This design comes from an exercise in tuning for a short achievable clock period and few clock cycles per item on the open sky130 flow, not from production work.
Where RTL was checked, it was by simulation tests only, not by an equivalence proof against the original.
Power figures rest on the tool's default switching activity, not on a simulated workload.

==> inputs of trial 84 <==
==> flow/design.v <==
`timescale 1ns/100ps
module ks_add16
(
    input  logic [15:0] x,
    input  logic [15:0] y,
    output logic [15:0] s
);
    always_comb begin
        logic [15:0] g, p, gg, pp, ng, np;
        g  = x & y;
        p  = x ^ y;
        gg = g;
        pp = p;
        for (int l = 0; l < 4; l++) begin
            ng = gg;
            np = pp;
            for (int i = 0; i < 16; i++) begin
                if (i >= (1 << l)) begin
                    ng[i] = gg[i] | (pp[i] & gg[i - (1 << l)]);
                    np[i] = pp[i] & pp[i - (1 << l)];
                end
            end
            gg = ng;
            pp = np;
        end
        s = p ^ {gg[14:0], 1'b0};
    end
endmodule
module cpu_top
(
    input  logic        clk,
    input  logic        reset,
    input  logic [15:0] mem_rdata,
    output logic [15:0] mem_addr,
    output logic        mem_we,
    output logic [15:0] mem_wdata,
    output logic        halted
);
    logic [15:0] regs [8];
    logic        z;
    logic [15:0] ma;
    logic        we;
    logic [15:0] wd;
    logic        ir_v;
    logic [2:0]  ir_rx;
    logic [15:0] ir_pc;    
    logic [15:0] opa;      
    logic [15:0] opb;      
    logic [15:0] imm;      
    logic        c_alu;    
    logic        c_cmp;
    logic        c_mov;
    logic        c_ldi;    
    logic        c_ldic;   
    logic        c_jmp;    
    logic        c_ld;
    logic        c_st;
    logic        f_arith;   
    logic        f_useb;    
    logic        f_inc;     
    logic        f_dec;     
    logic        f_sub;     
    logic        f_not;
    logic        f_and;
    logic        f_or;
    logic        zs_eq;     
    logic        zs_ff;     
    logic        zs_one;    
    logic        zs_and;
    logic        zs_or;
    logic        zs_add;
    logic        dcyc;
    logic [15:0] ib;        
    logic [15:0] ra;        
    logic [15:0] ra1;       
    logic [15:0] ra2;       
    logic        stale;     
    logic        hlt;
    typedef struct packed {
        logic       halt;
        logic [2:0] rx;
        logic [2:0] ry;
        logic       alu, cmp, mov, ldi, jmp, jz, jnz, ld, st;
        logic       arith, useb, inc, dec, sub, fnot, fand, f_or;
        logic       zeq, zff, zone, zand, zor, zadd;
    } dec_t;
    function automatic dec_t decode(input logic [15:0] w);
        dec_t d;
        logic [5:0] op;
        op = w[15:10];
        d = '0;
        d.rx   = w[9:7];
        d.ry   = w[6:4];
        d.halt = (op == 6'd0);
        d.alu  = (op == 6'd4) || (op == 6'd5) || (op == 6'd6) ||
                 (op == 6'd7) || (op == 6'd8)  || (op == 6'd9) ||
                 (op == 6'd10) || (op == 6'd12);
        d.cmp  = (op == 6'd16);
        d.mov  = (op == 6'd32);
        d.ldi  = (op == 6'd35);
        d.jmp  = (op == 6'd23);
        d.jz   = (op == 6'd24);
        d.jnz  = (op == 6'd25);
        d.ld   = (op == 6'd33);
        d.st   = (op == 6'd37);
        d.arith = (op == 6'd5) || (op == 6'd6) || (op == 6'd10) ||
                  (op == 6'd12) || (op == 6'd16);
        d.useb  = (op == 6'd10) || (op == 6'd12) || (op == 6'd16);
        d.inc   = (op == 6'd5);
        d.dec   = (op == 6'd6);
        d.sub   = (op == 6'd12) || (op == 6'd16);
        d.fnot  = (op == 6'd4);
        d.fand  = (op == 6'd7);
        d.f_or  = (op == 6'd8);
        d.zeq   = (op == 6'd12) || (op == 6'd16) || (op == 6'd9);
        d.zff   = (op == 6'd4) || (op == 6'd5);
        d.zone  = (op == 6'd6);
        d.zand  = (op == 6'd7);
        d.zor   = (op == 6'd8);
        d.zadd  = (op == 6'd10);
        decode = d;
    endfunction
    logic [15:0] ax, by, sum, arith_res, logic_res, other_res, alu_res;
    logic        z_new;
    assign ax = opa ^ {16{f_sub}};
    assign by = (opb & {16{f_useb}}) | {{15{f_dec}}, f_dec | f_inc};
    ks_add16 u_add (
        .x (ax),
        .y (by),
        .s (sum)
    );
    assign arith_res = sum ^ {16{f_sub}};
    always_comb begin
        if (f_not)      logic_res = ~opa;
        else if (f_and) logic_res = opa & opb;
        else if (f_or)  logic_res = opa | opb;
        else            logic_res = opa ^ opb;
    end
    assign other_res = c_mov ? opb : (c_ldic ? imm : logic_res);
    assign alu_res   = f_arith ? arith_res : other_res;
    assign z_new = (zs_eq  && (opa == opb)) ||
                   (zs_ff  && (opa == 16'hffff)) ||
                   (zs_one && (opa == 16'h0001)) ||
                   (zs_and && ((opa & opb) == 16'h0000)) ||
                   (zs_or  && ((opa | opb) == 16'h0000)) ||
                   (zs_add && ((opa ^ opb) == {opa[14:0] | opb[14:0], 1'b0}));
    localparam int XC_N = 8;
    localparam int XC_B = 3;
    logic [15:0]        xc_d [XC_N];
    logic [15-XC_B:0]   xc_t [XC_N];
    logic [XC_N-1:0]    xc_v;
    logic x1;           
    logic one_cyc;      
    logic load_rd;      
    logic load_ib;      
    logic load;
    dec_t nd;
    dec_t d_rd, d_ib;
    logic [15:0] la;    
    logic [15:0] ma1, ma2, la1, la2;
    logic        z_next;
    logic        n_jcc, n_hit;
    logic [15:0] n_xd;
    logic [XC_B-1:0] n_idx;
    assign x1      = ir_v && !dcyc;
    assign one_cyc = !(c_ldi || c_jmp || c_ld || c_st);
    assign load_rd = !dcyc && (!ir_v || one_cyc);
    assign load_ib = dcyc && !(c_st && stale);
    assign load    = load_rd || load_ib;
    assign d_rd    = decode(mem_rdata);
    assign d_ib    = decode(ib);
    assign nd      = dcyc ? d_ib : d_rd;
    assign ma1     = ma + 16'd1;
    assign ma2     = ma + 16'd2;
    assign la      = dcyc ? ra : ma;
    assign la1     = dcyc ? ra1 : ma1;
    assign la2     = dcyc ? ra2 : ma2;
    assign z_next  = (x1 && (c_alu || c_cmp)) ? z_new : z;
    logic        hit_ma;
    logic [15:0] xd_ma;
    logic        ra_hit;
    logic [15:0] ra_xd;
    assign n_idx   = ma[XC_B-1:0];
    assign hit_ma  = xc_v[n_idx] && (xc_t[n_idx] == ma[15:XC_B]);
    assign xd_ma   = xc_d[n_idx];
    assign n_hit   = dcyc ? ra_hit : hit_ma;
    assign n_xd    = dcyc ? ra_xd : xd_ma;
    assign n_jcc   = nd.jz || nd.jnz;
    logic        rf_we;
    logic [15:0] rf_wd;
    assign rf_we = (x1 && (c_alu || c_mov || c_ldi || c_ldic)) || (dcyc && c_ld);
    assign rf_wd = (c_ldi || c_ld) ? mem_rdata : alu_res;
    always_ff @(posedge clk or posedge reset) begin
        if (reset) begin
            for (int i = 0; i < 8; i++) regs[i] <= 16'd0;
        end else if (!hlt && rf_we) begin
            regs[ir_rx] <= rf_wd;
        end
    end
    logic [15:0] ma_j;      
    logic [15:0] ma_nj;     
    assign ma_j = (z_next ^ nd.jnz) ? (n_hit ? n_xd : la1) : la2;
    always_comb begin
        if (load) begin
            if (nd.jmp && n_hit)
                ma_nj = n_xd;
            else if (nd.ldi && n_hit)
                ma_nj = la2;
            else
                ma_nj = la1;
        end else if (dcyc) begin
            ma_nj = ra;
        end else if (c_ldi) begin
            ma_nj = ma1;
        end else if (c_jmp) begin
            ma_nj = mem_rdata;
        end else if (c_ld) begin
            ma_nj = opb;
        end else begin
            ma_nj = opa;
        end
    end
    always_ff @(posedge clk or posedge reset) begin
        if (reset) begin
            z     <= 1'b0;
            ma    <= 16'h0000;
            we    <= 1'b0;
            ir_v  <= 1'b0;
            dcyc  <= 1'b0;
            hlt   <= 1'b0;
            xc_v  <= '0;
        end else if (!hlt) begin
            if (x1 && (c_alu || c_cmp))
                z <= z_new;
            ma   <= (load && n_jcc) ? ma_j : ma_nj;
            we   <= x1 && c_st;
            dcyc <= x1 && (c_ld || c_st);
            if (load) begin
                ir_v <= !nd.halt && !(n_jcc && !(z_next ^ nd.jnz)) &&
                        !((nd.jmp || n_jcc) && (z_next ^ nd.jnz || nd.jmp) && n_hit);
                hlt  <= nd.halt;
            end else begin
                ir_v <= 1'b0;
            end
            if (x1 && (c_ldi || c_jmp))
                xc_v[ir_pc[XC_B-1:0]] <= 1'b1;
            if (x1 && c_st)
                xc_v[opa[XC_B-1:0] - 1'b1] <= 1'b0;
        end
    end
    always_ff @(posedge clk) begin
        if (load) begin
            ir_rx   <= nd.rx;
            ir_pc   <= la;
            opa     <= (rf_we && ir_rx == nd.rx) ? rf_wd : regs[nd.rx];
            opb     <= (rf_we && ir_rx == nd.ry) ? rf_wd : regs[nd.ry];
            imm     <= n_xd;
            c_alu   <= nd.alu;
            c_cmp   <= nd.cmp;
            c_mov   <= nd.mov;
            c_ldi   <= nd.ldi && !n_hit;
            c_ldic  <= nd.ldi && n_hit;
            c_jmp   <= nd.jmp || n_jcc;
            c_ld    <= nd.ld;
            c_st    <= nd.st;
            f_arith <= nd.arith;
            f_useb  <= nd.useb;
            f_inc   <= nd.inc;
            f_dec   <= nd.dec;
            f_sub   <= nd.sub;
            f_not   <= nd.fnot;
            f_and   <= nd.fand;
            f_or    <= nd.f_or;
            zs_eq   <= nd.zeq;
            zs_ff   <= nd.zff;
            zs_one  <= nd.zone;
            zs_and  <= nd.zand;
            zs_or   <= nd.zor;
            zs_add  <= nd.zadd;
        end
        if (x1 && (c_ld || c_st)) begin
            ib    <= mem_rdata;
            ra    <= ma;
            ra1   <= ma1;
            ra2   <= ma2;
            stale <= (opa == ma);
            ra_xd <= xd_ma;
            ra_hit <= hit_ma && !(c_st && (opa[XC_B-1:0] - 1'b1) == n_idx);
        end
        if (x1 && c_st)
            wd <= opb;
        if (!hlt && x1 && (c_ldi || c_jmp)) begin
            xc_d[ir_pc[XC_B-1:0]] <= mem_rdata;
            xc_t[ir_pc[XC_B-1:0]] <= ir_pc[15:XC_B];
        end
    end
    assign mem_addr  = ma;
    assign mem_we    = we;
    assign mem_wdata = wd;
    assign halted    = hlt;
endmodule
==> flow/run.sh <==
#!/bin/bash
# synth_recipe.tcl (not shown) runs the flow's synth.tcl, then flattens the netlist and writes it again
# the make line also repeats each setting of config.mk as NAME=value (left out here)
make -C /OpenROAD-flow-scripts/flow DESIGN_CONFIG=/design/flow/config.mk WORK_HOME=/design/flow/orfs CLKGATE_MAP_FILE= SYNTH_SCRIPT=/design/flow/synth_recipe.tcl finish
==> flow/config.mk <==
export PLATFORM = sky130hd
export DESIGN_NAME = cpu_top
export DESIGN_NICKNAME = cpu_top
export VERILOG_FILES = /design/flow/design.v
export SDC_FILE = /design/flow/constraint.sdc
export NUM_CORES = 4
export LEC_CHECK = 0
export CAP_MARGIN = 20
export CORE_MARGIN = 2
export CORE_UTILIZATION = 40
export SETUP_SLACK_MARGIN = 5
export SLEW_MARGIN = 20
export SYNTH_HIERARCHICAL = 1
==> flow/constraint.sdc <==
create_clock -name core_clock -period 8.0 [get_ports {clk}]
set_input_delay 1.6000 -clock core_clock [delete_from_list [all_inputs] [get_ports {clk}]]
set_output_delay 1.6000 -clock core_clock [all_outputs]
set_load 0.01 [all_outputs]
==> inputs of build 91, as changes to trial 84 <==
--- a/flow/design.v
+++ b/flow/design.v
@@ -1,29 +1,2 @@
 `timescale 1ns/100ps
-module ks_add16
-(
-    input  logic [15:0] x,
-    input  logic [15:0] y,
-    output logic [15:0] s
-);
-    always_comb begin
-        logic [15:0] g, p, gg, pp, ng, np;
-        g  = x & y;
-        p  = x ^ y;
-        gg = g;
-        pp = p;
-        for (int l = 0; l < 4; l++) begin
-            ng = gg;
-            np = pp;
-            for (int i = 0; i < 16; i++) begin
-                if (i >= (1 << l)) begin
-                    ng[i] = gg[i] | (pp[i] & gg[i - (1 << l)]);
-                    np[i] = pp[i] & pp[i - (1 << l)];
-                end
-            end
-            gg = ng;
-            pp = np;
-        end
-        s = p ^ {gg[14:0], 1'b0};
-    end
-endmodule
 module cpu_top
@@ -59,5 +32,4 @@
     logic        f_useb;    
-    logic        f_inc;     
-    logic        f_dec;     
-    logic        f_sub;     
+    logic        f_invb;    
+    logic        f_cin;
     logic        f_not;
@@ -83,3 +55,3 @@
         logic       alu, cmp, mov, ldi, jmp, jz, jnz, ld, st;
-        logic       arith, useb, inc, dec, sub, fnot, fand, f_or;
+        logic       arith, useb, invb, cin, fnot, fand, f_or;
         logic       zeq, zff, zone, zand, zor, zadd;
@@ -108,5 +80,4 @@
         d.useb  = (op == 6'd10) || (op == 6'd12) || (op == 6'd16);
-        d.inc   = (op == 6'd5);
-        d.dec   = (op == 6'd6);
-        d.sub   = (op == 6'd12) || (op == 6'd16);
+        d.invb  = (op == 6'd6) || (op == 6'd12) || (op == 6'd16);
+        d.cin   = (op == 6'd5) || (op == 6'd12) || (op == 6'd16);
         d.fnot  = (op == 6'd4);
@@ -122,12 +93,27 @@
     endfunction
-    logic [15:0] ax, by, sum, arith_res, logic_res, other_res, alu_res;
+    logic [15:0] bx, sum, logic_res, other_res, alu_res;
     logic        z_new;
-    assign ax = opa ^ {16{f_sub}};
-    assign by = (opb & {16{f_useb}}) | {{15{f_dec}}, f_dec | f_inc};
-    ks_add16 u_add (
-        .x (ax),
-        .y (by),
-        .s (sum)
-    );
-    assign arith_res = sum ^ {16{f_sub}};
+    assign bx = (opb & {16{f_useb}}) ^ {16{f_invb}};
+    always_comb begin
+        logic [15:0] g, p, gg, pp, ng, np, c;
+        g  = opa & bx;
+        p  = opa ^ bx;
+        gg = g;
+        gg[0] = g[0] | (p[0] & f_cin);
+        pp = p;
+        for (int l = 0; l < 4; l++) begin
+            ng = gg;
+            np = pp;
+            for (int i = 0; i < 16; i++) begin
+                if (i >= (1 << l)) begin
+                    ng[i] = gg[i] | (pp[i] & gg[i - (1 << l)]);
+                    np[i] = pp[i] & pp[i - (1 << l)];
+                end
+            end
+            gg = ng;
+            pp = np;
+        end
+        c   = {gg[14:0], f_cin};
+        sum = p ^ c;
+    end
     always_comb begin
@@ -139,3 +125,3 @@
     assign other_res = c_mov ? opb : (c_ldic ? imm : logic_res);
-    assign alu_res   = f_arith ? arith_res : other_res;
+    assign alu_res   = f_arith ? sum : other_res;
     assign z_new = (zs_eq  && (opa == opb)) ||
@@ -178,11 +164,5 @@
     assign z_next  = (x1 && (c_alu || c_cmp)) ? z_new : z;
-    logic        hit_ma;
-    logic [15:0] xd_ma;
-    logic        ra_hit;
-    logic [15:0] ra_xd;
-    assign n_idx   = ma[XC_B-1:0];
-    assign hit_ma  = xc_v[n_idx] && (xc_t[n_idx] == ma[15:XC_B]);
-    assign xd_ma   = xc_d[n_idx];
-    assign n_hit   = dcyc ? ra_hit : hit_ma;
-    assign n_xd    = dcyc ? ra_xd : xd_ma;
+    assign n_idx   = la[XC_B-1:0];
+    assign n_hit   = xc_v[n_idx] && (xc_t[n_idx] == la[15:XC_B]);
+    assign n_xd    = xc_d[n_idx];
     assign n_jcc   = nd.jz || nd.jnz;
@@ -267,5 +247,4 @@
             f_useb  <= nd.useb;
-            f_inc   <= nd.inc;
-            f_dec   <= nd.dec;
-            f_sub   <= nd.sub;
+            f_invb  <= nd.invb;
+            f_cin   <= nd.cin;
             f_not   <= nd.fnot;
@@ -286,4 +265,2 @@
             stale <= (opa == ma);
-            ra_xd <= xd_ma;
-            ra_hit <= hit_ma && !(c_st && (opa[XC_B-1:0] - 1'b1) == n_idx);
         end
Settings changed: CORE_UTILIZATION 40 to 55, SYNTH_HIERARCHICAL 1 to not set, TNS_END_PERCENT set to 20.
==> inputs of build 97, as changes to trial 84 <==
--- a/flow/design.v
+++ b/flow/design.v
@@ -1,29 +1,2 @@
 `timescale 1ns/100ps
-module ks_add16
-(
-    input  logic [15:0] x,
-    input  logic [15:0] y,
-    output logic [15:0] s
-);
-    always_comb begin
-        logic [15:0] g, p, gg, pp, ng, np;
-        g  = x & y;
-        p  = x ^ y;
-        gg = g;
-        pp = p;
-        for (int l = 0; l < 4; l++) begin
-            ng = gg;
-            np = pp;
-            for (int i = 0; i < 16; i++) begin
-                if (i >= (1 << l)) begin
-                    ng[i] = gg[i] | (pp[i] & gg[i - (1 << l)]);
-                    np[i] = pp[i] & pp[i - (1 << l)];
-                end
-            end
-            gg = ng;
-            pp = np;
-        end
-        s = p ^ {gg[14:0], 1'b0};
-    end
-endmodule
 module cpu_top
@@ -126,7 +99,22 @@
     assign by = (opb & {16{f_useb}}) | {{15{f_dec}}, f_dec | f_inc};
-    ks_add16 u_add (
-        .x (ax),
-        .y (by),
-        .s (sum)
-    );
+    always_comb begin
+        logic [15:0] g, p, gg, pp, ng, np;
+        g  = ax & by;
+        p  = ax ^ by;
+        gg = g;
+        pp = p;
+        for (int l = 0; l < 4; l++) begin
+            ng = gg;
+            np = pp;
+            for (int i = 0; i < 16; i++) begin
+                if (i >= (1 << l)) begin
+                    ng[i] = gg[i] | (pp[i] & gg[i - (1 << l)]);
+                    np[i] = pp[i] & pp[i - (1 << l)];
+                end
+            end
+            gg = ng;
+            pp = np;
+        end
+        sum = p ^ {gg[14:0], 1'b0};
+    end
     assign arith_res = sum ^ {16{f_sub}};
Settings changed: SYNTH_HIERARCHICAL 1 to not set.
==> metrics.md <==
| Metric | Value |
|---|---|
| Status | timing/DRC/antenna clean |
| Syn_nets | 2739 |
| Nets | 2977 |
| Post-cts sizing count | 316 |
| Tap cells | 969 |
| Multi-input combinational area share | 0.373 |
# the run above: trial 84

==> metrics.md <==
| Metric | Value |
|---|---|
| Distinct cells, synth | 94 |
| Status | timing/DRC/antenna clean |
| Max-cap viol count | 0 |
| Syn_nets | 2748 |
| Hold Crit Class | reg2reg |
| Cell Pwr Density | 523 nW/um^2 |
| Nets | roughly 3000 |
| Multi-input combinational area share | 0.374 |
| Post-cts sizing count | roughly 360 |
# the run above: build 97

==> metrics.md <==
| Metric | Value |
|---|---|
| Nets | around 3000 |
| Tap cells | 688 |
| Syn_nets | 2722 |
| Status | timing/DRC/antenna clean |
| Post-cts sizing count | ~380 |
| Multi-input combinational area share | 0.382 |
# the run above: build 91

Testbench counts of trial 84, summed over its fixed seeds: cycles 27,781, instrs 20,286.
No functional check of the RTL was part of build 91 and build 97.

==> static timing again, ports no longer ideal <==
No port has a modelled driver above. Below, the same layouts with a new extraction and two added sets of constraints. Step 1 assumes that a clkbuf_16 drives the clock port and a buf_2 every other input. Step 2, shift: input delay + t, output delay - t, t = (earliest + latest rising clock arrival at the registers) / 2. This alone moves slack from input paths to output paths. Three values: ideal ports, drivers, drivers and shift; two values: the first two.
| run | t (ns) | setup slack, ns | hold WS [ns] | worst register clock-pin slew, ns |
|---|---|---|---|---|
| trial 84 | 0.711 | 4.622 / 4.622 / 4.177 | 0.489 / 0.489 / 0.489 | 0.07 / 0.07 |
| build 91 | 0.699 | 4.253 / 4.253 / 3.661 | 0.489 / 0.489 / 0.489 | 0.07 / 0.07 |
| build 97 | 0.702 | 4.473 / 4.473 / 3.946 | 0.482 / 0.482 / 0.482 | 0.07 / 0.07 |
After both steps every run listed still meets setup and hold. The setup slack of build 91, which loses most, moves by 0.000 ns with the drivers and by -0.592 ns with both steps.
